What follows belongs to an exercise in optimizing a design on an open flow for small area, a short achievable clock period and few clock cycles; a production flow would make more cautious choices.
RTL that was checked went through simulation tests only; none was proved equivalent to the original.
No functional check of the RTL was part of runs 1 and 2.

File: flow/run.sh
#!/bin/bash
# synth_recipe.tcl (not shown) runs the flow's synth.tcl, then flattens the netlist and writes it again
# the make line also repeats each setting of config.mk as NAME=value (left out here)
make -C /OpenROAD-flow-scripts/flow DESIGN_CONFIG=/design/flow/config.mk WORK_HOME=/design/flow/orfs CLKGATE_MAP_FILE= SYNTH_SCRIPT=/design/flow/synth_recipe.tcl finish
File: flow/config.mk
export PLATFORM = sky130hd
export DESIGN_NAME = lottery_scheduler
export DESIGN_NICKNAME = lottery_scheduler
export VERILOG_FILES = /design/flow/design.v
export SDC_FILE = /design/flow/constraint.sdc
export NUM_CORES = 4
export LEC_CHECK = 0
export CAP_MARGIN = 20
export CORE_MARGIN = 2
export CORE_UTILIZATION = 40
export SLEW_MARGIN = 20
File: flow/constraint.sdc
create_clock -name core_clock -period 8.0 [get_ports {clk_i}]
set_input_delay 1.6000 -clock core_clock [delete_from_list [all_inputs] [get_ports {clk_i}]]
set_output_delay 1.6000 -clock core_clock [all_outputs]
set_load 0.01 [all_outputs]
File: flow/design.v
package lsch_pkg;
  localparam int SlotCount    = 16;
  localparam int TicketBits   = 16;
  localparam int SlotIdxBits  = $clog2(SlotCount);
  localparam int TotalBits    = TicketBits + SlotIdxBits;
  localparam int RndBits      = 31;
  localparam int OutTotalBits = 20;
  localparam logic [TicketBits-1:0]   TicketMax   = '1;
  localparam logic [OutTotalBits-1:0] OutTotalMax = '1;
  localparam logic [2:0] OpAssign  = 3'd0;
  localparam logic [2:0] OpReady   = 3'd1;
  localparam logic [2:0] OpMove    = 3'd2;
  localparam logic [2:0] OpRelease = 3'd3;
  localparam logic [2:0] OpDraw    = 3'd4;
  typedef logic [TicketBits-1:0]  ticket_t;
  typedef logic [TotalBits-1:0]   total_t;
  typedef logic [SlotIdxBits-1:0] slot_idx_t;
  typedef struct packed {
    logic [2:0]         operation;
    logic [3:0]         slot;
    logic [3:0]         other_slot;
    logic [15:0]        ticket_count;
    logic               is_ready;
    logic [RndBits-1:0] random_value;
  } req_t;
  typedef struct packed {
    logic                    found;
    logic [3:0]              winner_slot;
    logic [15:0]             moved;
    logic [OutTotalBits-1:0] total_ready;
  } res_t;
  function automatic logic [OutTotalBits-1:0] sat_total(input total_t t);
    sat_total = t;
  endfunction
endpackage
module lsch_ram #(
  parameter int Depth = 16,
  parameter int Width = 16
) (
  input  logic                     clk_i,
  input  logic                     we_i,
  input  logic [$clog2(Depth)-1:0] waddr_i,
  input  logic [Width-1:0]         wdata_i,
  input  logic [$clog2(Depth)-1:0] raddr_i,
  output logic [Width-1:0]         rdata_o
);
  logic [Width-1:0] mem [Depth];
  always_ff @(posedge clk_i) begin
    if (we_i) begin
      mem[waddr_i] <= wdata_i;
    end
  end
  always_ff @(posedge clk_i) begin
    rdata_o <= mem[raddr_i];
  end
endmodule
module lsch_mod (
  input  logic                         clk_i,
  input  logic                         rst_ni,
  input  logic                         start_i,
  input  logic [lsch_pkg::RndBits-1:0] dividend_i,
  input  lsch_pkg::total_t             divisor_i,
  output logic                         done_o,
  output lsch_pkg::total_t             rem_o
);
  localparam int CntBits = $clog2(lsch_pkg::RndBits);
  logic                         busy_q, done_q;
  logic [CntBits-1:0]           cnt_q;
  logic [lsch_pkg::RndBits-1:0] dvd_q;
  lsch_pkg::total_t             div_q, rem_q;
  logic [lsch_pkg::TotalBits:0] trial, div_ext;
  logic                         ge;
  logic [lsch_pkg::TotalBits:0] trial_sub;
  assign trial   = {rem_q, dvd_q[lsch_pkg::RndBits-1]};
  assign div_ext = {1'b0, div_q};
  assign ge      = trial >= div_ext;
  assign trial_sub = trial - div_ext;
  always_ff @(posedge clk_i or negedge rst_ni) begin
    if (!rst_ni) begin
      busy_q <= 1'b0;
      done_q <= 1'b0;
      cnt_q  <= '0;
    end else begin
      done_q <= 1'b0;
      if (start_i) begin
        busy_q <= 1'b1;
        cnt_q  <= 5'd30;
      end else if (busy_q) begin
        cnt_q <= cnt_q - 1'b1;
        if (cnt_q == '0) begin
          busy_q <= 1'b0;
          done_q <= 1'b1;
        end
      end
    end
  end
  always_ff @(posedge clk_i) begin
    if (start_i) begin
      dvd_q <= dividend_i;
      div_q <= divisor_i;
      rem_q <= '0;
    end else if (busy_q) begin
      dvd_q <= dvd_q << 1;
      rem_q <= ge ? trial_sub[lsch_pkg::TotalBits-1:0] : trial[lsch_pkg::TotalBits-1:0];
    end
  end
  assign done_o = done_q;
  assign rem_o  = rem_q;
endmodule
module lottery_scheduler (
  input  logic           clk_i,
  input  logic           rst_ni,
  input  logic           in_valid_i,
  output logic           in_stall_o,
  input  logic [58:0]    in_req_i,
  output logic           out_valid_o,
  input  logic           out_stall_i,
  output logic [40:0]    out_res_o
);
  lsch_pkg::req_t in_req;
  assign in_req = lsch_pkg::req_t'(in_req_i);
  typedef enum logic [2:0] {
    StIdle  = 3'd0,
    StExec  = 3'd1,
    StDiv   = 3'd2,
    StWalk  = 3'd3,
    StMv1   = 3'd4,
    StMv2   = 3'd5,
    StMv3   = 3'd6,
    StMv4   = 3'd7
  } state_e;
  logic [15:0] tix_q [16];
  logic [15:0] use_q, rdy_q;
  logic [19:0] total_q;
  state_e      state_q;
  logic [2:0]  op_q;
  logic [3:0]  s_q, d_q;
  logic [15:0] t_q;
  logic        isr_q;
  logic [30:0] rv_q;
  logic [1:0]  gsel_q;       
  logic [19:0] rem_q;        
  logic [21:0] t3_q;         
  logic [3:0]  cnt_q;        
  logic        out_valid_q, pend_q, pfound_q, pmoved_q;
  logic [40:0] res_q;
  logic [15:0] g [4];
  logic [3:0]  glive;
  always_comb begin
    for (int i = 0; i < 4; i++) g[i] = tix_q[{gsel_q, 2'(i)}];
    glive = 4'((use_q & rdy_q) >> {gsel_q, 2'd0});
  end
  logic [1:0]  lsel;
  logic [15:0] tp;           
  assign lsel = (state_q == StExec) ? s_q[1:0] : d_q[1:0];
  assign tp   = g[lsel];
  logic s_use, s_rdy, d_use, d_rdy;
  assign s_use = use_q[s_q];
  assign s_rdy = rdy_q[s_q];
  assign d_use = use_q[d_q];
  assign d_rdy = rdy_q[d_q];
  logic exec_multi, busy;
  assign exec_multi = ((op_q == lsch_pkg::OpMove) && s_use && d_use && (s_q != d_q)) ||
                      ((op_q == lsch_pkg::OpDraw) && (total_q != 20'd0));
  assign busy       = pend_q || ((state_q != StIdle) && !((state_q == StExec) && !exec_multi));
  assign in_stall_o = busy;
  logic in_accept;
  assign in_accept  = in_valid_i && !in_stall_o;
  assign out_valid_o = out_valid_q;
  assign out_res_o   = res_q;
  logic out_free;
  assign out_free = !out_valid_q || !out_stall_i;
  logic [3:0]  jj;
  logic [19:0] rem_init;
  logic [31:0] rv_ext;
  assign rv_ext = {1'b0, rv_q};
  always_comb begin
    jj = 4'd0;
    for (int b = 0; b < 20; b++) begin
      if (total_q[b]) jj = 4'((b + 1) >> 1);
    end
    rem_init = 20'(rv_ext >> (6'd32 - {1'b0, jj, 1'b0}));
  end
  logic [1:0]  dig;
  logic [21:0] x;
  logic [22:0] d1, d2, d3;
  logic [19:0] rem_step;
  always_comb begin
    dig = rv_ext[{cnt_q, 1'b0} +: 2];
    x   = {rem_q, dig};
    d1  = {1'b0, x} - {3'b0, total_q};
    d2  = {1'b0, x} - {2'b0, total_q, 1'b0};
    d3  = {1'b0, x} - {1'b0, t3_q};
    if (!d3[22])      rem_step = d3[19:0];
    else if (!d2[22]) rem_step = d2[19:0];
    else if (!d1[22]) rem_step = d1[19:0];
    else              rem_step = x[19:0];
  end
  logic [21:0] nw0, nw1, nw2, nw3, r22;
  logic [21:0] sa, ca, sb, cb, sc, cc, ma, mb, mc;
  logic [21:0] e1, e2, e3, e4;
  always_comb begin
    r22 = {2'b0, rem_q};
    nw0 = ~{6'd0, glive[0] ? g[0] : 16'd0};
    nw1 = ~{6'd0, glive[1] ? g[1] : 16'd0};
    nw2 = ~{6'd0, glive[2] ? g[2] : 16'd0};
    nw3 = ~{6'd0, glive[3] ? g[3] : 16'd0};
    ma = (r22 & nw0) | (r22 & nw1) | (nw0 & nw1);
    sa = r22 ^ nw0 ^ nw1;
    ca = {ma[20:0], 1'b1};
    mb = (sa & ca) | (sa & nw2) | (ca & nw2);
    sb = sa ^ ca ^ nw2;
    cb = {mb[20:0], 1'b1};
    mc = (sb & cb) | (sb & nw3) | (cb & nw3);
    sc = sb ^ cb ^ nw3;
    cc = {mc[20:0], 1'b1};
    e1 = r22 + nw0 + 22'd1;
    e2 = sa + ca + 22'd1;
    e3 = sb + cb + 22'd1;
    e4 = sc + cc + 22'd1;
  end
  logic [3:0] neg;
  assign neg = {e4[21], e3[21], e2[21], e1[21]};
  logic [15:0] mv;
  always_comb begin
    if ((t_q <= t3_q[15:0]) && (t_q <= rem_q[15:0])) mv = t_q;
    else if (t3_q[15:0] <= rem_q[15:0])              mv = t3_q[15:0];
    else                                              mv = rem_q[15:0];
  end
  state_e      state_d;
  logic [15:0] use_d, rdy_d;
  logic [19:0] total_d;
  logic [19:0] rem_d;
  logic [21:0] t3_d;
  logic [3:0]  cnt_d;
  logic [1:0]  gsel_d;
  logic [15:0] t_d;
  logic        done;
  logic        rfound, rmoved;    
  logic        tw_en;
  logic [3:0]  tw_addr;
  logic [15:0] tw_data;
  always_comb begin
    state_d  = state_q;
    use_d    = use_q;
    rdy_d    = rdy_q;
    total_d  = total_q;
    rem_d    = rem_q;
    t3_d     = t3_q;
    cnt_d    = cnt_q;
    gsel_d   = gsel_q;
    t_d      = t_q;
    done     = 1'b0;
    rfound   = 1'b0;
    rmoved   = 1'b0;
    tw_en    = 1'b0;
    tw_addr  = s_q;
    tw_data  = t_q;
    if (!pend_q) begin
      case (state_q)
        StExec: begin
          case (op_q)
            lsch_pkg::OpAssign: begin
              done = 1'b1;
              if (s_use && s_rdy) total_d = total_q - {4'd0, tp};
              tw_en      = 1'b1;
              use_d[s_q] = 1'b1;
              rdy_d[s_q] = 1'b0;
            end
            lsch_pkg::OpReady: begin
              done = 1'b1;
              if (s_use && (s_rdy != isr_q)) begin
                rdy_d[s_q] = isr_q;
                if (isr_q) total_d = total_q + {4'd0, tp};
                else       total_d = total_q - {4'd0, tp};
              end
            end
            lsch_pkg::OpMove: begin
              if (s_use && d_use && (s_q != d_q)) begin
                t3_d    = {6'd0, tp};
                gsel_d  = d_q[3:2];
                state_d = StMv1;
              end else begin
                done = 1'b1;
              end
            end
            lsch_pkg::OpRelease: begin
              done = 1'b1;
              if (s_use) begin
                if (s_rdy) total_d = total_q - {4'd0, tp};
                use_d[s_q] = 1'b0;
                rdy_d[s_q] = 1'b0;
              end
            end
            lsch_pkg::OpDraw: begin
              if (total_q == 20'd0) begin
                done = 1'b1;
              end else begin
                t3_d    = {2'b0, total_q} + {1'b0, total_q, 1'b0};
                rem_d   = rem_init;
                cnt_d   = 4'd15 - jj;
                gsel_d  = 2'd0;
                state_d = StDiv;
              end
            end
            default: done = 1'b1;
          endcase
        end
        StDiv: begin
          rem_d = rem_step;
          cnt_d = cnt_q - 4'd1;
          if (cnt_q == 4'd0) state_d = StWalk;
        end
        StWalk: begin
          cnt_d = {gsel_q, neg[0] ? 2'd0 : neg[1] ? 2'd1 : neg[2] ? 2'd2 : 2'd3};
          if (neg != 4'd0) begin
            done   = 1'b1;
            rfound = 1'b1;
          end else begin
            rem_d  = e4[19:0];
            gsel_d = gsel_q + 2'd1;
          end
        end
        StMv1: begin
          rem_d   = {4'd0, ~tp};
          state_d = StMv2;
        end
        StMv2: begin
          t_d     = mv;
          state_d = StMv3;
        end
        StMv3: begin
          tw_en   = 1'b1;
          tw_addr = d_q;
          tw_data = ~rem_q[15:0] + t_q;
          if (s_rdy && !d_rdy)      total_d = total_q - {4'd0, t_q};
          else if (d_rdy && !s_rdy) total_d = total_q + {4'd0, t_q};
          state_d = StMv4;
        end
        StMv4: begin
          tw_en   = 1'b1;
          tw_data = t3_q[15:0] - t_q;
          done    = 1'b1;
          rmoved  = 1'b1;
        end
        default: ;
      endcase
    end
    if (done) state_d = StIdle;
    if (in_accept) begin
      state_d = StExec;
      gsel_d  = in_req.slot[3:2];
    end
  end
  logic        c_found;
  logic [3:0]  c_win;
  logic [15:0] c_moved;
  always_comb begin
    if (pend_q) begin
      c_found = pfound_q;
      c_win   = pfound_q ? cnt_q : 4'd0;
      c_moved = pmoved_q ? t_q : 16'd0;
    end else begin
      c_found = rfound;
      c_win   = rfound ? cnt_d : 4'd0;
      c_moved = rmoved ? t_q : 16'd0;
    end
  end
  always_ff @(posedge clk_i or negedge rst_ni) begin
    if (!rst_ni) begin
      state_q     <= StIdle;
      use_q       <= '0;
      rdy_q       <= '0;
      total_q     <= '0;
      out_valid_q <= 1'b0;
      pend_q      <= 1'b0;
    end else begin
      state_q <= state_d;
      use_q   <= use_d;
      rdy_q   <= rdy_d;
      total_q <= total_d;
      if (out_free) begin
        out_valid_q <= done || pend_q;
        pend_q      <= 1'b0;
      end else if (done) begin
        pend_q      <= 1'b1;
      end
    end
  end
  always_ff @(posedge clk_i) begin
    if (out_free) res_q <= {c_found, c_win, c_moved, pend_q ? total_q : total_d};
    if (done) begin
      pfound_q <= rfound;
      pmoved_q <= rmoved;
    end
    if (in_accept) begin
      op_q  <= in_req.operation;
      s_q   <= in_req.slot;
      d_q   <= in_req.other_slot;
      isr_q <= in_req.is_ready;
      rv_q  <= in_req.random_value;
    end
    t_q    <= in_accept ? in_req.ticket_count : t_d;
    gsel_q <= gsel_d;
    rem_q  <= rem_d;
    t3_q   <= t3_d;
    cnt_q  <= cnt_d;
    if (tw_en) tix_q[tw_addr] <= tw_data;
  end
endmodule
==> flow_metrics.tcl, run 1 <==
set metrics [dict create \
    outcome "no timing/DRC/antenna violations" \
    cts_hold_buf 0 \
    ctsLongestPathBuffers 3 \
    syn-num-nets 3704 \
    synth_top_area_share_pct 34.63 \
    ios 106 \
    num_rows 108 \
    wire_per_inst_um 26.54 \
    synth-edff-count 402 \
    synth_area_leader_cell "edfxtp_1" \
    cp.arrival_ns 7.05 \
    syn-cell-area_um2 34860 \
    r2r_cells 17 \
    dpl.hpwl_um 94850 \
    start_util_pct 40.24 \
    drt_iter0_drc 2819 \
    cts-resized-gates 0 \
    crit_type "register to register" \
    vias_per_cell 6.065 \
    placed_area_um2 37420 \
    clk_pin_slew_ns 0.07 \
    antenna_found_initial 2 \
    die_x_um 299.2 \
    ys_types 99 \
    synthToLayoutAreaGrowth_pct 12.62 \
    r2r_slack_ns 1.36 \
    dr_total_vias 27890 \
    maxCapViolations 0 \
    clock_skew_ns 0.05547 \
    drc 0 \
    min_path_type "register to register" \
    htreeDepth 2 \
    gr-usage-all-layers_pct 26.77 \
    setup_violations 0 \
    post-route-period-util_pct 82.98 \
    endpoint "res_q[18]" \
    grt_overflow_total 0 \
    fin_ws_ns 1.362 \
    die_h_um 299.2 \
    fin_area_um2 39260 \
    worstPathMaxFanout 29 \
    final_antenna_net_count 0 \
    fillers 8046 \
    synth-seq-cells 465 \
    cts.sinks 465 \
    first_pass_iters 6 \
    setup-tns-final_ns 0 \
    worstSetupStartpointType "register" \
    drive_gt1_share_pct 10.73 \
    relSlewSlack_pct 21.77 \
    fin_nets 3807 \
    hold_viol 0 \
    numCtsBuffers 54 \
    crit_path_end_kind "register" \
    tightest_slew_ns 1.161 \
    routed_wl_um 122000 \
    fp.coreArea_um2 86620 \
    synth_seq_area_share_pct 39.07 \
    grt_pass1_vias 26630 \
    grt_max_degree 58 \
    crit_start "state_q[0]" \
    cts_tree "yes" \
    place_congestion 1.005 \
    critical_path_required_ns 8.41 \
    dieArea_um2 89520 \
    synthCells 3293 \
    rsz0062_at_grt "false" \
    cts-root-buf "clkbuf_16" \
    post_cts_buffers 0 \
    max_freq_ghz 0.1506 \
    finalMaxSlewViolations 0 \
    preCtsSetupSlack_ns 1.659 \
    grt_pass1_wl_um 179000 \
    port_buffers 105 \
    r2r-start "state_q[0]" \
    synth_ff_type "edfxtp_1" \
    async_reset_ff_share_pct 12.26 \
    min_period_ns 6.638 \
    avgSynthCellArea_um2 10.59 \
    clk_latency_ns 0.65 \
    regToRegEndpoint "res_q[18]" \
    yosysWarnings 2 \
    synth_area_leaders "edfxtp_1, ha_1, mux4_2" \
]
## flip-flops by register name, summed over array words and instances (netlist names), 2 cells and up, named ones only
signal	flops
tix_q	256
res_q	41
rv_q	31
t3_q	22
rem_q	20
total_q	20
rdy_q	16
t_q	16
cnt_q	4
d_q	4
s_q	4
op_q	3
state_q	3
gsel_q	2
## per-stage QoR
step / instances / hold WS, ns / utilization [%]
2_1_floorplan: 3293 / 0.5038 / -
3_3_place_gp: 4493 / 0.5579 / 43.20
3_5_place_dp: 4493 / 0.5682 / 43.21
4_1_cts: 4593 / 0.5820 / 45.26
5_1_grt: 4595 / 0.6205 / 45.31
6_report: 4598 / 0.5897 / 45.32
## routing by layer
metal | GRT usage, % | part of all wire [%] | wire length [µm] | up-vias
met4 | 11.42 | 4.7 | 5722 | 0
li1 | - | - | - | 12640
met1 | 36.17 | 42 | 50740 | 13820
met5 | 0 | 0 | 0 | -
met3 | 5.190 | 8.5 | 10360 | 245
met2 | 42.06 | 45 | 55210 | 1180
## worst max-delay path, stage by stage, from the launching register on
cell     delay, ns
dfrtp_1       0.81
nor3b_2       0.43
buf_4         0.24
mux2i_4       0.37
buf_4         0.38
mux2_2        0.37
o21ai_0       0.83
inv_1         0.16
ha_1          0.38
o21ba_2       0.24
nor4_1        0.32
o31ai_1       0.21
o31a_1        0.30
o41ai_1       0.72
o21ai_0       0.16
nand3_1       0.11
o31ai_1       0.08
o31ai_1       0.30
## placed cells by master (no fill, tap or decap), drive strengths merged, types with 27 or more instances in the layout
cell type      count
a211oi            50
a21o              59
a21oi            219
a31oi             27
buf               81
clkbuf            70
clkdlybuf4s50    104
clkinv            27
dfrtp             57
edfxtp           402
fa                57
ha               291
inv              249
mux2              32
mux2i             69
mux4             117
nand2            225
nand2b            39
nand3             56
nor2             235
nor2b             74
nor3              72
o211ai            27
o21a              46
o21ai            179
o21bai            28
or3               32
xnor2             80
xor2              47
## how the worst min path moves through the flow
stage / slack (ns) / depth (start not counted) / end / start
after floorplan: 0.50 / 2 / rdy_q[10] / rdy_q[10]
after global placement: 0.56 / 2 / rdy_q[0] / rdy_q[0]
after detailed placement: 0.57 / 2 / rdy_q[8] / rdy_q[8]
after CTS: 0.58 / 2 / rdy_q[8] / rdy_q[8]
after global routing: 0.62 / 1 / register / register
final: 0.59 / 1 / register / register
## cells in the mapped netlist (59+ instances only)
| library cell | instances |
|---|---|
| nor2b_1 | 74 |
| mux2i_1 | 69 |
| a21o_1 | 59 |
| clkbuf_1 | 91 |
| o21ai_0 | 177 |
| xnor2_1 | 80 |
| ha_1 | 291 |
| mux4_2 | 117 |
| edfxtp_1 | 402 |
| inv_1 | 247 |
| nor2_1 | 234 |
| nand2_1 | 224 |
| a21oi_1 | 216 |
| nor3_1 | 71 |
## kinds of logic (layout without fill, tap and decap cells)
kind of cell	after synthesis	after routing	share of synthesized area (%)
buffers and inverters	390	537	4.411
multiplexers	218	218	10.57
adder cells (fa/ha/maj)	348	348	13.72
other	0	3	0
AND/OR/NAND/NOR	863	863	11.99
flip-flops	465	465	39.07
AO/OA/AOI/OAI	882	882	17.05
XOR/XNOR	127	127	3.191
## final cells by class
class                   instances  area (µm²)  area share, %
flip-flops and latches        465       13620          34.70
inverters                     251       942.2          2.400
repair buffers                186        1658          4.223
multi-input cells            2438       19800          50.44
clock inverters                31       351.6         0.8956
diodes                          3       7.507        0.01912
clock buffers                  69        1428          3.637
well taps                    1155        1445          3.681
==> inputs of run 2 (changes only) <==
--- a/flow/config.mk
+++ b/flow/config.mk
@@ -6,6 +6,8 @@
 export NUM_CORES = 4
 export LEC_CHECK = 0
+export ABC_CLOCK_PERIOD_IN_PS = 4000
 export CAP_MARGIN = 20
 export CORE_MARGIN = 2
 export CORE_UTILIZATION = 40
+export SETUP_SLACK_MARGIN = 3.5
 export SLEW_MARGIN = 20
==> flow_metrics.tcl, run 2 <==
set metrics [dict create \
    outcome "no timing/DRC/antenna violations" \
    syn-cell-area_um2 34860 \
    cp.arrival_ns 5.87 \
    largest_register "tix_q" \
    wire_per_inst_um 26.53 \
    final_cell_mix "edfxtp_1, ha_1, nor2_1, inv_1, nand2_1" \
    ys_types 99 \
    drt_iter0_drc 3069 \
    synth-edff-count 402 \
    clock_skew_ns 0.03643 \
    ios 106 \
    tightest_slew_ns 1.169 \
    die_x_um 299.2 \
    mostFrequentLayoutCell "edfxtp_1" \
    hold_viol 0 \
    cp_slowest_cell "fa_1" \
    yosysWarnings 2 \
    port_buffers 105 \
    htreeDepth 2 \
    finalMaxSlewViolations 0 \
    r2r_cells 25 \
    fin_nets 3978 \
    reg_top3 "tix_q x256, res_q x41, rv_q x31" \
    grt_pass1_vias 27860 \
    synthCells 3293 \
    cts_tree "yes" \
    gr-usage-all-layers_pct 27.48 \
    dieArea_um2 89520 \
    num_rows 108 \
    synth-seq-cells 465 \
    setup_violations 0 \
    r2r_slack_ns 2.45 \
    start_util_pct 40.24 \
    crit_path_end_kind "register" \
    place_congestion 1.001 \
    clk_latency_ns 0.64 \
    diodes 0 \
    synth_most_common_cell "edfxtp_1" \
    synth_area_leader_cell "edfxtp_1" \
    grt-busiest-layer "met2" \
    regToRegEndpoint "rem_q[6]" \
    die_h_um 299.2 \
    path_depth 25 \
    avgSynthCellArea_um2 10.59 \
    fin_ws_ns 2.453 \
    clk_pin_slew_ns 0.07 \
    worstSetupStartpointType "register" \
    synthToLayoutAreaGrowth_pct 22.36 \
    fin_area_um2 42650 \
    numCtsBuffers 52 \
    first_pass_iters 9 \
    whs_path_depth 1 \
    critPathBufInv 8 \
    async_reset_ff_share_pct 12.26 \
    gr-usage-met3_pct 4.871 \
    yosys-top-cells-count "edfxtp_1, ha_1, inv_1, nor2_1, nand2_1" \
    globalRouteMet2Util_pct 42.91 \
    crit_type "register to register" \
    vias_per_cell 6.127 \
    worstPathMaxFanout 6 \
    relSlewSlack_pct 20.07 \
    antenna_found_initial 4 \
    setup-tns-final_ns 0 \
    crit_top_cell "buf_6" \
    post-route-period-util_pct 69.34 \
    synth_ff_type "edfxtp_1" \
    grt_pass1_wl_um 184000 \
    dr_total_vias 29200 \
    rsz0062_at_grt "true" \
    r2r-start "gsel_q[0]" \
    final_antenna_net_count 0 \
    ctsLongestPathBuffers 3 \
    grt_max_degree 58 \
    cts.sinks 465 \
    critical_path_required_ns 8.33 \
    maxCapViolations 0 \
    cts-root-buf "clkbuf_16" \
    min_period_ns 5.547 \
    syn-num-nets 3704 \
    fp.coreArea_um2 86620 \
    drive_gt1_share_pct 21.27 \
    synth_top_area_share_pct 34.63 \
    synth_area_leaders "edfxtp_1, ha_1, mux4_2" \
    drc 0 \
    hold_ws_ns 0.5699 \
    max_freq_ghz 0.1803 \
    crit_family "adder cells" \
    dpl.hpwl_um 93690 \
    met1_usage_pct 37.45 \
    placed_area_um2 37430 \
    preCtsSetupSlack_ns 1.759 \
    synth_seq_area_share_pct 39.07 \
    critPathMaxStageDelay_ns 0.55 \
    grt_overflow_total 0 \
    largest_register_ffs 256 \
    min_path_type "register to register" \
    routed_wl_um 126400 \
]
run 2: cell counts after synthesis:
Identical to the previous run, type by type.
run 2: worst max-delay path by stage:
stage / start / slack, ns / end
2_1_floorplan: register / 2.62 / rem_q[0]
3_3_place_gp: gsel_q[0] / 1.74 / rem_q[7]
3_5_place_dp: gsel_q[0] / 1.76 / rem_q[7]
4_1_cts: gsel_q[0] / 2.56 / rem_q[0]
5_1_grt: gsel_q[0] / 2.29 / rem_q[6]
6_report: gsel_q[0] / 2.45 / rem_q[6]
run 2: what timing repair did:
action	in CTS	in global routing
setup endpoints to repair	153	151
gates cloned	7	0
endpoints found under the hold margin	0	0
buffers inserted	129	46
hold buffers	0	0
pin swaps	96	89
gates resized for setup	288	111
run 2: kinds of logic (layout without fill, tap and decap cells):
group                    after synthesis  in the layout  share of synthesized area, %
AO/OA/AOI/OAI                        882            883                         17.05
AND/OR/NAND/NOR                      863            863                         11.99
flip-flops                           465            465                         39.07
buffers and inverters                390            706                         4.411
adder cells (fa/ha/maj)              348            348                         13.72
multiplexers                         218            218                         10.57
XOR/XNOR                             127            127                         3.191
run 2: layout make-up:
cell class,count,area (µm²)
Clock buffer,61,1335
Clock inverter,36,406.6
Fill cell,7776,43970
Inverter,251,989.7
Multi-Input combinational cell,2439,21370
Sequential cell,465,13650
Tap cell,1155,1445
Timing Repair Buffer,358,3453
run 2: per-layer routing:
layer | vias to the layer above | routed length (µm)
li1 | 13000 | -
met5 | - | 23
met2 | 1443 | 56630
met1 | 14470 | 51990
met4 | 2 | 6378
met3 | 288 | 11380
run 2: metrics by stage:
step,cells,util (%)
after floorplan,3293,-
after global placement,4484,43.21
after detailed placement,4484,43.22
after CTS,4717,48.13
after global routing,4765,49.24
final,4765,49.24
==> inputs of run 3 (changes only) <==
--- a/flow/design.v
+++ b/flow/design.v
@@ -144,4 +144,5 @@
   logic [3:0]  cnt_q;        
   logic        out_valid_q, pend_q, pfound_q, pmoved_q;
+  logic        nxt_q;        
   logic [40:0] res_q;
   logic [15:0] g [4];
@@ -151,8 +152,7 @@
     glive = 4'((use_q & rdy_q) >> {gsel_q, 2'd0});
   end
-  logic [1:0]  lsel;
+  logic [1:0]  lsel_q;       
   logic [15:0] tp;           
-  assign lsel = (state_q == StExec) ? s_q[1:0] : d_q[1:0];
-  assign tp   = g[lsel];
+  assign tp   = g[lsel_q];
   logic s_use, s_rdy, d_use, d_rdy;
   assign s_use = use_q[s_q];
@@ -163,5 +163,6 @@
   assign exec_multi = ((op_q == lsch_pkg::OpMove) && s_use && d_use && (s_q != d_q)) ||
                       ((op_q == lsch_pkg::OpDraw) && (total_q != 20'd0));
-  assign busy       = pend_q || ((state_q != StIdle) && !((state_q == StExec) && !exec_multi));
+  assign busy       = pend_q || ((state_q == StWalk) ? nxt_q :
+                      ((state_q != StIdle) && !((state_q == StExec) && !exec_multi)));
   assign in_stall_o = busy;
   logic in_accept;
@@ -182,19 +183,28 @@
     rem_init = 20'(rv_ext >> (6'd32 - {1'b0, jj, 1'b0}));
   end
-  logic [1:0]  dig;
-  logic [21:0] x;
-  logic [22:0] d1, d2, d3;
-  logic [19:0] rem_step;
+  function automatic logic [19:0] r4step(input logic [19:0] r, input logic [1:0] dg,
+                                         input logic [19:0] t, input logic [21:0] t3);
+    logic [21:0] xx;
+    logic [22:0] e1, e2, e3;
+    xx = {r, dg};
+    e1 = {1'b0, xx} - {3'b0, t};
+    e2 = {1'b0, xx} - {2'b0, t, 1'b0};
+    e3 = {1'b0, xx} - {1'b0, t3};
+    if (!e3[22])      r4step = e3[19:0];
+    else if (!e2[22]) r4step = e2[19:0];
+    else if (!e1[22]) r4step = e1[19:0];
+    else              r4step = xx[19:0];
+  endfunction
+  logic [3:0]  dig_q, dig_d;
+  logic [19:0] rem_a, rem_b;
   always_comb begin
-    dig = rv_ext[{cnt_q, 1'b0} +: 2];
-    x   = {rem_q, dig};
-    d1  = {1'b0, x} - {3'b0, total_q};
-    d2  = {1'b0, x} - {2'b0, total_q, 1'b0};
-    d3  = {1'b0, x} - {1'b0, t3_q};
-    if (!d3[22])      rem_step = d3[19:0];
-    else if (!d2[22]) rem_step = d2[19:0];
-    else if (!d1[22]) rem_step = d1[19:0];
-    else              rem_step = x[19:0];
+    rem_a = r4step(rem_q, dig_q[3:2], total_q, t3_q);
+    rem_b = r4step(rem_a, dig_q[1:0], total_q, t3_q);
   end
+  function automatic logic [3:0] dig_pair(input logic [31:0] v, input logic [3:0] i);
+    logic [33:0] w;
+    w = {v, 2'b00};
+    dig_pair = w[{i, 1'b0} +: 4];
+  endfunction
   logic [21:0] nw0, nw1, nw2, nw3, r22;
   logic [21:0] sa, ca, sb, cb, sc, cc, ma, mb, mc;
@@ -234,5 +244,5 @@
   logic [21:0] t3_d;
   logic [3:0]  cnt_d;
-  logic [1:0]  gsel_d;
+  logic [1:0]  gsel_d, lsel_d;
   logic [15:0] t_d;
   logic        done;
@@ -250,5 +260,7 @@
     cnt_d    = cnt_q;
     gsel_d   = gsel_q;
+    lsel_d   = lsel_q;
     t_d      = t_q;
+    dig_d    = dig_q;
     done     = 1'b0;
     rfound   = 1'b0;
@@ -280,4 +292,5 @@
                 t3_d    = {6'd0, tp};
                 gsel_d  = d_q[3:2];
+                lsel_d  = d_q[1:0];
                 state_d = StMv1;
               end else begin
@@ -300,4 +313,5 @@
                 rem_d   = rem_init;
                 cnt_d   = 4'd15 - jj;
+                dig_d   = dig_pair(rv_ext, 4'd15 - jj);
                 gsel_d  = 2'd0;
                 state_d = StDiv;
@@ -308,7 +322,13 @@
         end
         StDiv: begin
-          rem_d = rem_step;
-          cnt_d = cnt_q - 4'd1;
-          if (cnt_q == 4'd0) state_d = StWalk;
+          if (cnt_q == 4'd0) begin
+            rem_d   = rem_a;
+            state_d = StWalk;
+          end else begin
+            rem_d   = rem_b;
+            cnt_d   = cnt_q - 4'd2;
+            dig_d   = dig_pair(rv_ext, cnt_q - 4'd2);
+            if (cnt_q == 4'd1) state_d = StWalk;
+          end
         end
         StWalk: begin
@@ -347,8 +367,14 @@
       endcase
     end
-    if (done) state_d = StIdle;
+    if (done) begin
+      state_d = nxt_q ? StExec : StIdle;
+      gsel_d  = s_q[3:2];
+    end
     if (in_accept) begin
-      state_d = StExec;
-      gsel_d  = in_req.slot[3:2];
+      lsel_d = in_req.slot[1:0];
+      if ((state_q != StWalk) || done) begin
+        state_d = StExec;
+        gsel_d  = in_req.slot[3:2];
+      end
     end
   end
@@ -375,5 +401,8 @@
       out_valid_q <= 1'b0;
       pend_q      <= 1'b0;
+      nxt_q       <= 1'b0;
     end else begin
+      if (done)                                nxt_q <= 1'b0;
+      else if (in_accept && state_q == StWalk) nxt_q <= 1'b1;
       state_q <= state_d;
       use_q   <= use_d;
@@ -403,7 +432,9 @@
     t_q    <= in_accept ? in_req.ticket_count : t_d;
     gsel_q <= gsel_d;
+    lsel_q <= lsel_d;
     rem_q  <= rem_d;
     t3_q   <= t3_d;
     cnt_q  <= cnt_d;
+    dig_q  <= dig_d;
     if (tw_en) tix_q[tw_addr] <= tw_data;
   end
--- a/flow/config.mk
+++ b/flow/config.mk
@@ -6,8 +6,8 @@
 export NUM_CORES = 4
 export LEC_CHECK = 0
-export ABC_CLOCK_PERIOD_IN_PS = 4000
+export ABC_CLOCK_PERIOD_IN_PS = 4500
 export CAP_MARGIN = 20
 export CORE_MARGIN = 2
-export CORE_UTILIZATION = 40
+export CORE_UTILIZATION = 55
 export SETUP_SLACK_MARGIN = 3.5
 export SLEW_MARGIN = 20
==> flow_metrics.tcl, run 3 <==
set metrics [dict create \
    mostFrequentLayoutCell "edfxtp_1" \
    antenna_found_initial 4 \
    setup_violations 0 \
    cts-root-buf "clkbuf_16" \
    dpl.hpwl_um 111400 \
    place_inst 4780 \
    wire_per_inst_um 30.37 \
    crit_path_cell_trace "buf_6 > buf_4 > clkinvlp_4 > fa_1 > nor2b_1 > o31ai_2 > a2111oi_4 > o21ai_0 > xnor2_1 > o221ai_1 > o21a_1 > ha_1 > a21o_1 > a21o_1 > a211o_1 > a221oi_4 > o21a_2 > buf_12 > buf_4 > nand2_8 > or2_1 > o221ai_1" \
    post-route-period-util_pct 75.68 \
    fin_nets 4658 \
    hold_viol 0 \
    synth_most_common_cell "edfxtp_1" \
    r2r_slack_ns 1.95 \
    reg_top3 "tix_q x256, res_q x41, rv_q x31" \
    synth_seq_area_share_pct 35.97 \
    gr-usage-all-layers_pct 42.89 \
    grt_pass1_wl_um 226000 \
    grt_pass1_vias 34360 \
    fp.coreArea_um2 68710 \
    crit_type "register to register" \
    syn-cell-area_um2 38260 \
    whs_path_depth 1 \
    synth-edff-count 406 \
    rsz0062_at_grt "true" \
    grt_max_degree 82 \
    min_period_ns 6.055 \
    port_buffers 105 \
    syn-num-nets 4258 \
    fillers 5129 \
    min_path_type "register to register" \
    fin_util_pct 68.73 \
    avgSynthCellArea_um2 10.12 \
    cts_hold_buf 0 \
    cts_tree "yes" \
    final_antenna_net_count 0 \
    synth-seq-cells 470 \
    final_cell_mix "edfxtp_1, buf_4, ha_1" \
    drc 0 \
    cp_slowest_cell "fa_1" \
    largest_register_ffs 256 \
    finalMaxSlewViolations 0 \
    routed_wl_um 156700 \
    fin_ws_ns 1.945 \
    synth_top_area_share_pct 31.87 \
    crit_family "compound AO/OA/AOI/OAI gates" \
    yosys-top-cells-count "edfxtp_1, ha_1, nand2_1, a21oi_1, inv_1" \
    ios 106 \
    dieArea_um2 71680 \
    ctsLongestPathBuffers 3 \
    max_freq_ghz 0.1652 \
    place_congestion 1.040 \
    die_h_um 267.7 \
    clk_latency_ns 0.65 \
    ys_types 105 \
    critPathMaxStageDelay_ns 0.56 \
    clock_skew_ns 0.03387 \
    dr_total_vias 35840 \
    worstPathMaxFanout 7 \
    cts.sinks 470 \
    setup-tns-final_ns 0 \
    regToRegEndpoint "rem_q[6]" \
    numCtsBuffers 52 \
    drt_iter0_drc 4762 \
    htreeDepth 2 \
    largest_register "tix_q" \
    critPathBufInv 5 \
    synthToLayoutAreaGrowth_pct 23.43 \
    maxCapViolations 0 \
    preCtsSetupSlack_ns 0.6776 \
    relSlewSlack_pct 20.69 \
    vias_per_cell 6.947 \
    synth_area_leaders "edfxtp_1, ha_1, mux4_2" \
    start_util_pct 55.68 \
    yosysWarnings 2 \
    die_x_um 267.7 \
    clk_pin_slew_ns 0.07 \
    synthCells 3782 \
    worstSetupStartpointType "register" \
    synth_area_leader_cell "edfxtp_1" \
    grt_overflow_total 0 \
    r2r-start "rem_q[0]" \
    finalNonFillerCells 5159 \
    first_pass_iters 9 \
    critical_path_required_ns 8.47 \
    cp.arrival_ns 6.52 \
    outcome "no timing/DRC/antenna violations" \
    synth_ff_type "edfxtp_1" \
    num_rows 96 \
    async_reset_ff_share_pct 12.34 \
    drive_gt1_share_pct 22.86 \
    crit_path_end_kind "register" \
    r2r_cells 22 \
    tightest_slew_ns 1.190 \
]
## run 3: worst max-delay path by stage
| stage | from | endpoint | cells after the start |
|---|---|---|---|
| finish | rem_q[0] | rem_q[6] | 22 |
| global route | dig_q[2] | rem_q[14] | 29 |
| CTS | gsel_q[0] | gsel_q[1] | 22 |
| detailed placement | total_q[3] | rem_q[4] | 22 |
| global placement | total_q[3] | rem_q[4] | 22 |
| floorplan | gsel_q[0] | rem_q[0] | 22 |
## run 3: cells by family after synthesis
logic type	after synthesis	synth area share, %
buffers and inverters	399	4.117
and+or+nand+nor	984	12.30
xor gates and xnor gates	170	3.892
AOI/OAI and AO/OA	1118	19.48
muxes	228	9.556
adders and majority gates	413	14.68
DFF	470	35.97
## run 3: final cells by class
cell class | count | area [µm²] | area share, %
diodes | 2 | 5.005 | 0.01060
flip-flops and latches | 470 | 13790 | 29.19
well taps | 931 | 1165 | 2.467
clock buffers | 60 | 1331 | 2.819
inverters | 260 | 1022 | 2.165
multi-input cells | 2915 | 25080 | 53.11
repair buffers | 483 | 4452 | 9.427
clock inverters | 38 | 381.6 | 0.8081
## run 3: what timing repair did
action,CTS,global route
setup buffers,202,69
resized for setup,330,126
setup endpoints to repair,103,152
gates cloned,8,0
pin swaps,109,110
hold endpoints to repair,0,0
## run 3: through the flow
step / area [µm²] / hold slack [ns]
3_3_place_gp: 40900 / 0.5143
2_1_floorplan: 38630 / 0.4914
3_5_place_dp: 40900 / 0.5342
6_report: 47220 / 0.5832
5_1_grt: 47220 / 0.6029
4_1_cts: 46000 / 0.5741
## run 3: per-layer routing
layer | global-route usage [%] | wire, µm
met5 | 0 | 28
met4 | 22.95 | 10930
met3 | 10.39 | 18820
met2 | 68.25 | 70500
met1 | 54.26 | 56380
Testbench counts of run 3, summed over its fixed seeds: cycles 38,872.
==> inputs of run 4 (changes only) <==
--- a/flow/config.mk
+++ b/flow/config.mk
@@ -6,8 +6,8 @@
 export NUM_CORES = 4
 export LEC_CHECK = 0
-export ABC_CLOCK_PERIOD_IN_PS = 4500
+export ABC_CLOCK_PERIOD_IN_PS = 5000
 export CAP_MARGIN = 20
 export CORE_MARGIN = 2
-export CORE_UTILIZATION = 55
-export SETUP_SLACK_MARGIN = 3.5
+export CORE_UTILIZATION = 40
+export SETUP_SLACK_MARGIN = 3.0
 export SLEW_MARGIN = 20
==> flow_metrics.tcl, run 4 <==
set metrics [dict create \
    num_rows 113 \
    mostFrequentLayoutCell "edfxtp_1" \
    critPathMaxStageDelay_ns 0.42 \
    maxCapViolations 0 \
    r2r_slack_ns 2.01 \
    muxShareOfSynthArea_pct 9.556 \
    wl_met1_um 59530 \
    synth_most_common_cell "edfxtp_1" \
    fp.coreArea_um2 94870 \
    cts-root-buf "clkbuf_16" \
    synth_top_family_by_area "compound AO/OA/AOI/OAI gates" \
    fin_nets 4649 \
    dieArea_um2 98140 \
    vias_per_cell 6.176 \
    largest_register_ffs 256 \
    grt_max_degree 59 \
    crit_type "register to register" \
    dpl.hpwl_um 108400 \
    setup_violations 0 \
    synth-seq-cells 470 \
    synth-compound-area-share_pct 19.48 \
    die_h_um 313.3 \
    port_buffers 105 \
    wire_per_inst_um 26.41 \
    synth_area_leader_cell "edfxtp_1" \
    setup-tns-final_ns 0 \
    drive_gt1_share_pct 21.49 \
    drt_iter0_drc 4359 \
    die_x_um 313.3 \
    drc 0 \
    post-route-period-util_pct 74.85 \
    routed_wl_um 144800 \
    relSlewSlack_pct 22.74 \
    r2r-start "dig_q[2]" \
    top_layer "met5" \
    ctsLongestPathBuffers 3 \
    final_cell_mix "edfxtp_1, ha_1, buf_4" \
    fin_util_pct 49.84 \
    synth_ff_type "edfxtp_1" \
    clk_pin_slew_ns 0.06 \
    yosysWarnings 2 \
    cts_hold_buf 0 \
    avgSynthCellArea_um2 10.12 \
    start_util_pct 40.33 \
    cp.arrival_ns 6.39 \
    worstSetupStartpointType "register" \
    critical_path_required_ns 8.40 \
    preCtsSetupSlack_ns 0.6560 \
    numCtsBuffers 52 \
    cts_tree "yes" \
    ios 106 \
    first_pass_iters 7 \
    rsz0062_at_grt "true" \
    min_period_ns 5.988 \
    synthCells 3782 \
    clk_latency_ns 0.67 \
    largest_register "tix_q" \
    reg_top3 "tix_q x256, res_q x41, rv_q x31" \
    async_reset_ff_share_pct 12.34 \
    synth_area_leaders "edfxtp_1, ha_1, mux4_2" \
    crit_path_end_kind "register" \
    met2_length_um 62890 \
    tightest_slew_ns 1.144 \
    final_antenna_net_count 0 \
    finalMaxSlewViolations 0 \
    r2r_cells 25 \
    dr_total_vias 33860 \
    htreeDepth 2 \
    grt_pass1_vias 32240 \
    antenna_found_initial 3 \
    endpoint "rem_q[4]" \
    wl_met3_um 14380 \
    max_freq_ghz 0.1670 \
    worstPathMaxFanout 7 \
    ys_types 105 \
    synth_fa_ha_area_share_pct 14.68 \
    gr-usage-all-layers_pct 28.85 \
    clock_skew_ns 0.03737 \
    syn-cell-area_um2 38260 \
    min_path_type "register to register" \
    crit_start "dig_q[2]" \
    synth-simple-area-share_pct 12.30 \
    hold_viol 0 \
    cp_slowest_cell "edfxtp_1" \
    place_congestion 1.022 \
    synth_seq_area_share_pct 35.97 \
    cts.sinks 470 \
    synthToLayoutAreaGrowth_pct 23.60 \
    syn-num-nets 4258 \
    synth-edff-count 406 \
    synth_top_area_share_pct 31.87 \
    yosys-top-cells-count "edfxtp_1, ha_1, nand2_1, a21oi_1, inv_1" \
    outcome "no timing/DRC/antenna violations" \
    grt_pass1_wl_um 212600 \
    regToRegEndpoint "rem_q[4]" \
    grt_overflow_total 0 \
    synth_xor_area_share_pct 3.892 \
    fin_ws_ns 2.012 \
]
run 4: cell type report:
type / instances / area [µm²]
Antenna cell: 1 / 2.502
Clock buffer: 56 / 1316
Clock inverter: 41 / 444.2
Fill cell: 8517 / 47580
Inverter: 260 / 1031
Multi-Input combinational cell: 2916 / 24830
Sequential cell: 470 / 13780
Tap cell: 1265 / 1583
Timing Repair Buffer: 473 / 4295
run 4: worst max-delay path: cells and delay by family (launching register included):
family	cells	cell delay, ns
buffers and inverters	5	0.63
adder cells (fa/ha/maj)	3	0.81
AND/OR/NAND/NOR	4	0.79
flip-flops	1	0.42
multiplexers	1	0.17
AO/OA/AOI/OAI	12	2.89
run 4: kinds of logic after synthesis:
group | after synthesis
AO/OA/AOI/OAI | 1118
AND/OR/NAND/NOR | 984
flip-flops | 470
adder cells (fa/ha/maj) | 413
buffers and inverters | 399
multiplexers | 228
XOR/XNOR | 170
run 4: worst min path at each step:
stage          endpoint  cells past startpoint     start
2_1_floorplan     nxt_q                      2     nxt_q
3_3_place_gp      nxt_q                      2     nxt_q
3_5_place_dp      nxt_q                      2     nxt_q
4_1_cts        register                      2  register
5_1_grt        register                      1  register
6_report       register                      2  register
run 4: per-stage QoR:
step / cell area, µm² / hold slack [ns] / std cells
finish: 47290 / 0.5739 / 5482
global route: 47280 / 0.5981 / 5481
CTS: 46100 / 0.5706 / 5421
detailed placement: 41370 / 0.5313 / 5125
global placement: 41370 / 0.5262 / 5125
floorplan: 38600 / 0.4914 / 3782
run 4: timing repair:
action	4_1_cts	5_1_grt
resized for setup	269	136
setup endpoints to repair	84	85
hold endpoints to repair	0	0
pin swaps	98	93
setup buffers	193	60
cloned	6	0
run 4: metal layers:
layer  vias to the layer above  track usage (%)
li1                      15170                -
met1                     16590            39.29
met2                      1683            44.18
met3                       410            6.173
met4                         4            12.80
met5                         -                0

## separate check: timing with driven ports
How much do the figures lean on ideal ports? The routed layouts below were timed once more, with nothing changed but the port constraints. Step 1 (the two cells are an assumption about what drives the block):
set clk [get_ports {clk_i}]
set_driving_cell -lib_cell sky130_fd_sc_hd__clkbuf_16 $clk
set_driving_cell -lib_cell sky130_fd_sc_hd__buf_2 [delete_from_list [all_inputs] $clk]
Step 2, shift: input delay + t, output delay - t, t = (earliest + latest rising clock arrival at the registers) / 2. This alone moves slack from input paths to output paths. a / b / c = ideal / step 1 / step 2; a / b = the first two.
run	t (ns)	slack for setup (ns)	worst setup path at the end	pins driven straight from the clock port
run 1	0.695	1.362 / 1.362 / 1.362	register to register	1
run 2	0.689	2.453 / 2.453 / 2.453	register to register	1
run 3	0.704	1.945 / 1.945 / 1.945	register to register	1
run 4	0.718	2.012 / 2.012 / 2.012	register to register	1
After both steps setup and hold are still met in every run listed.
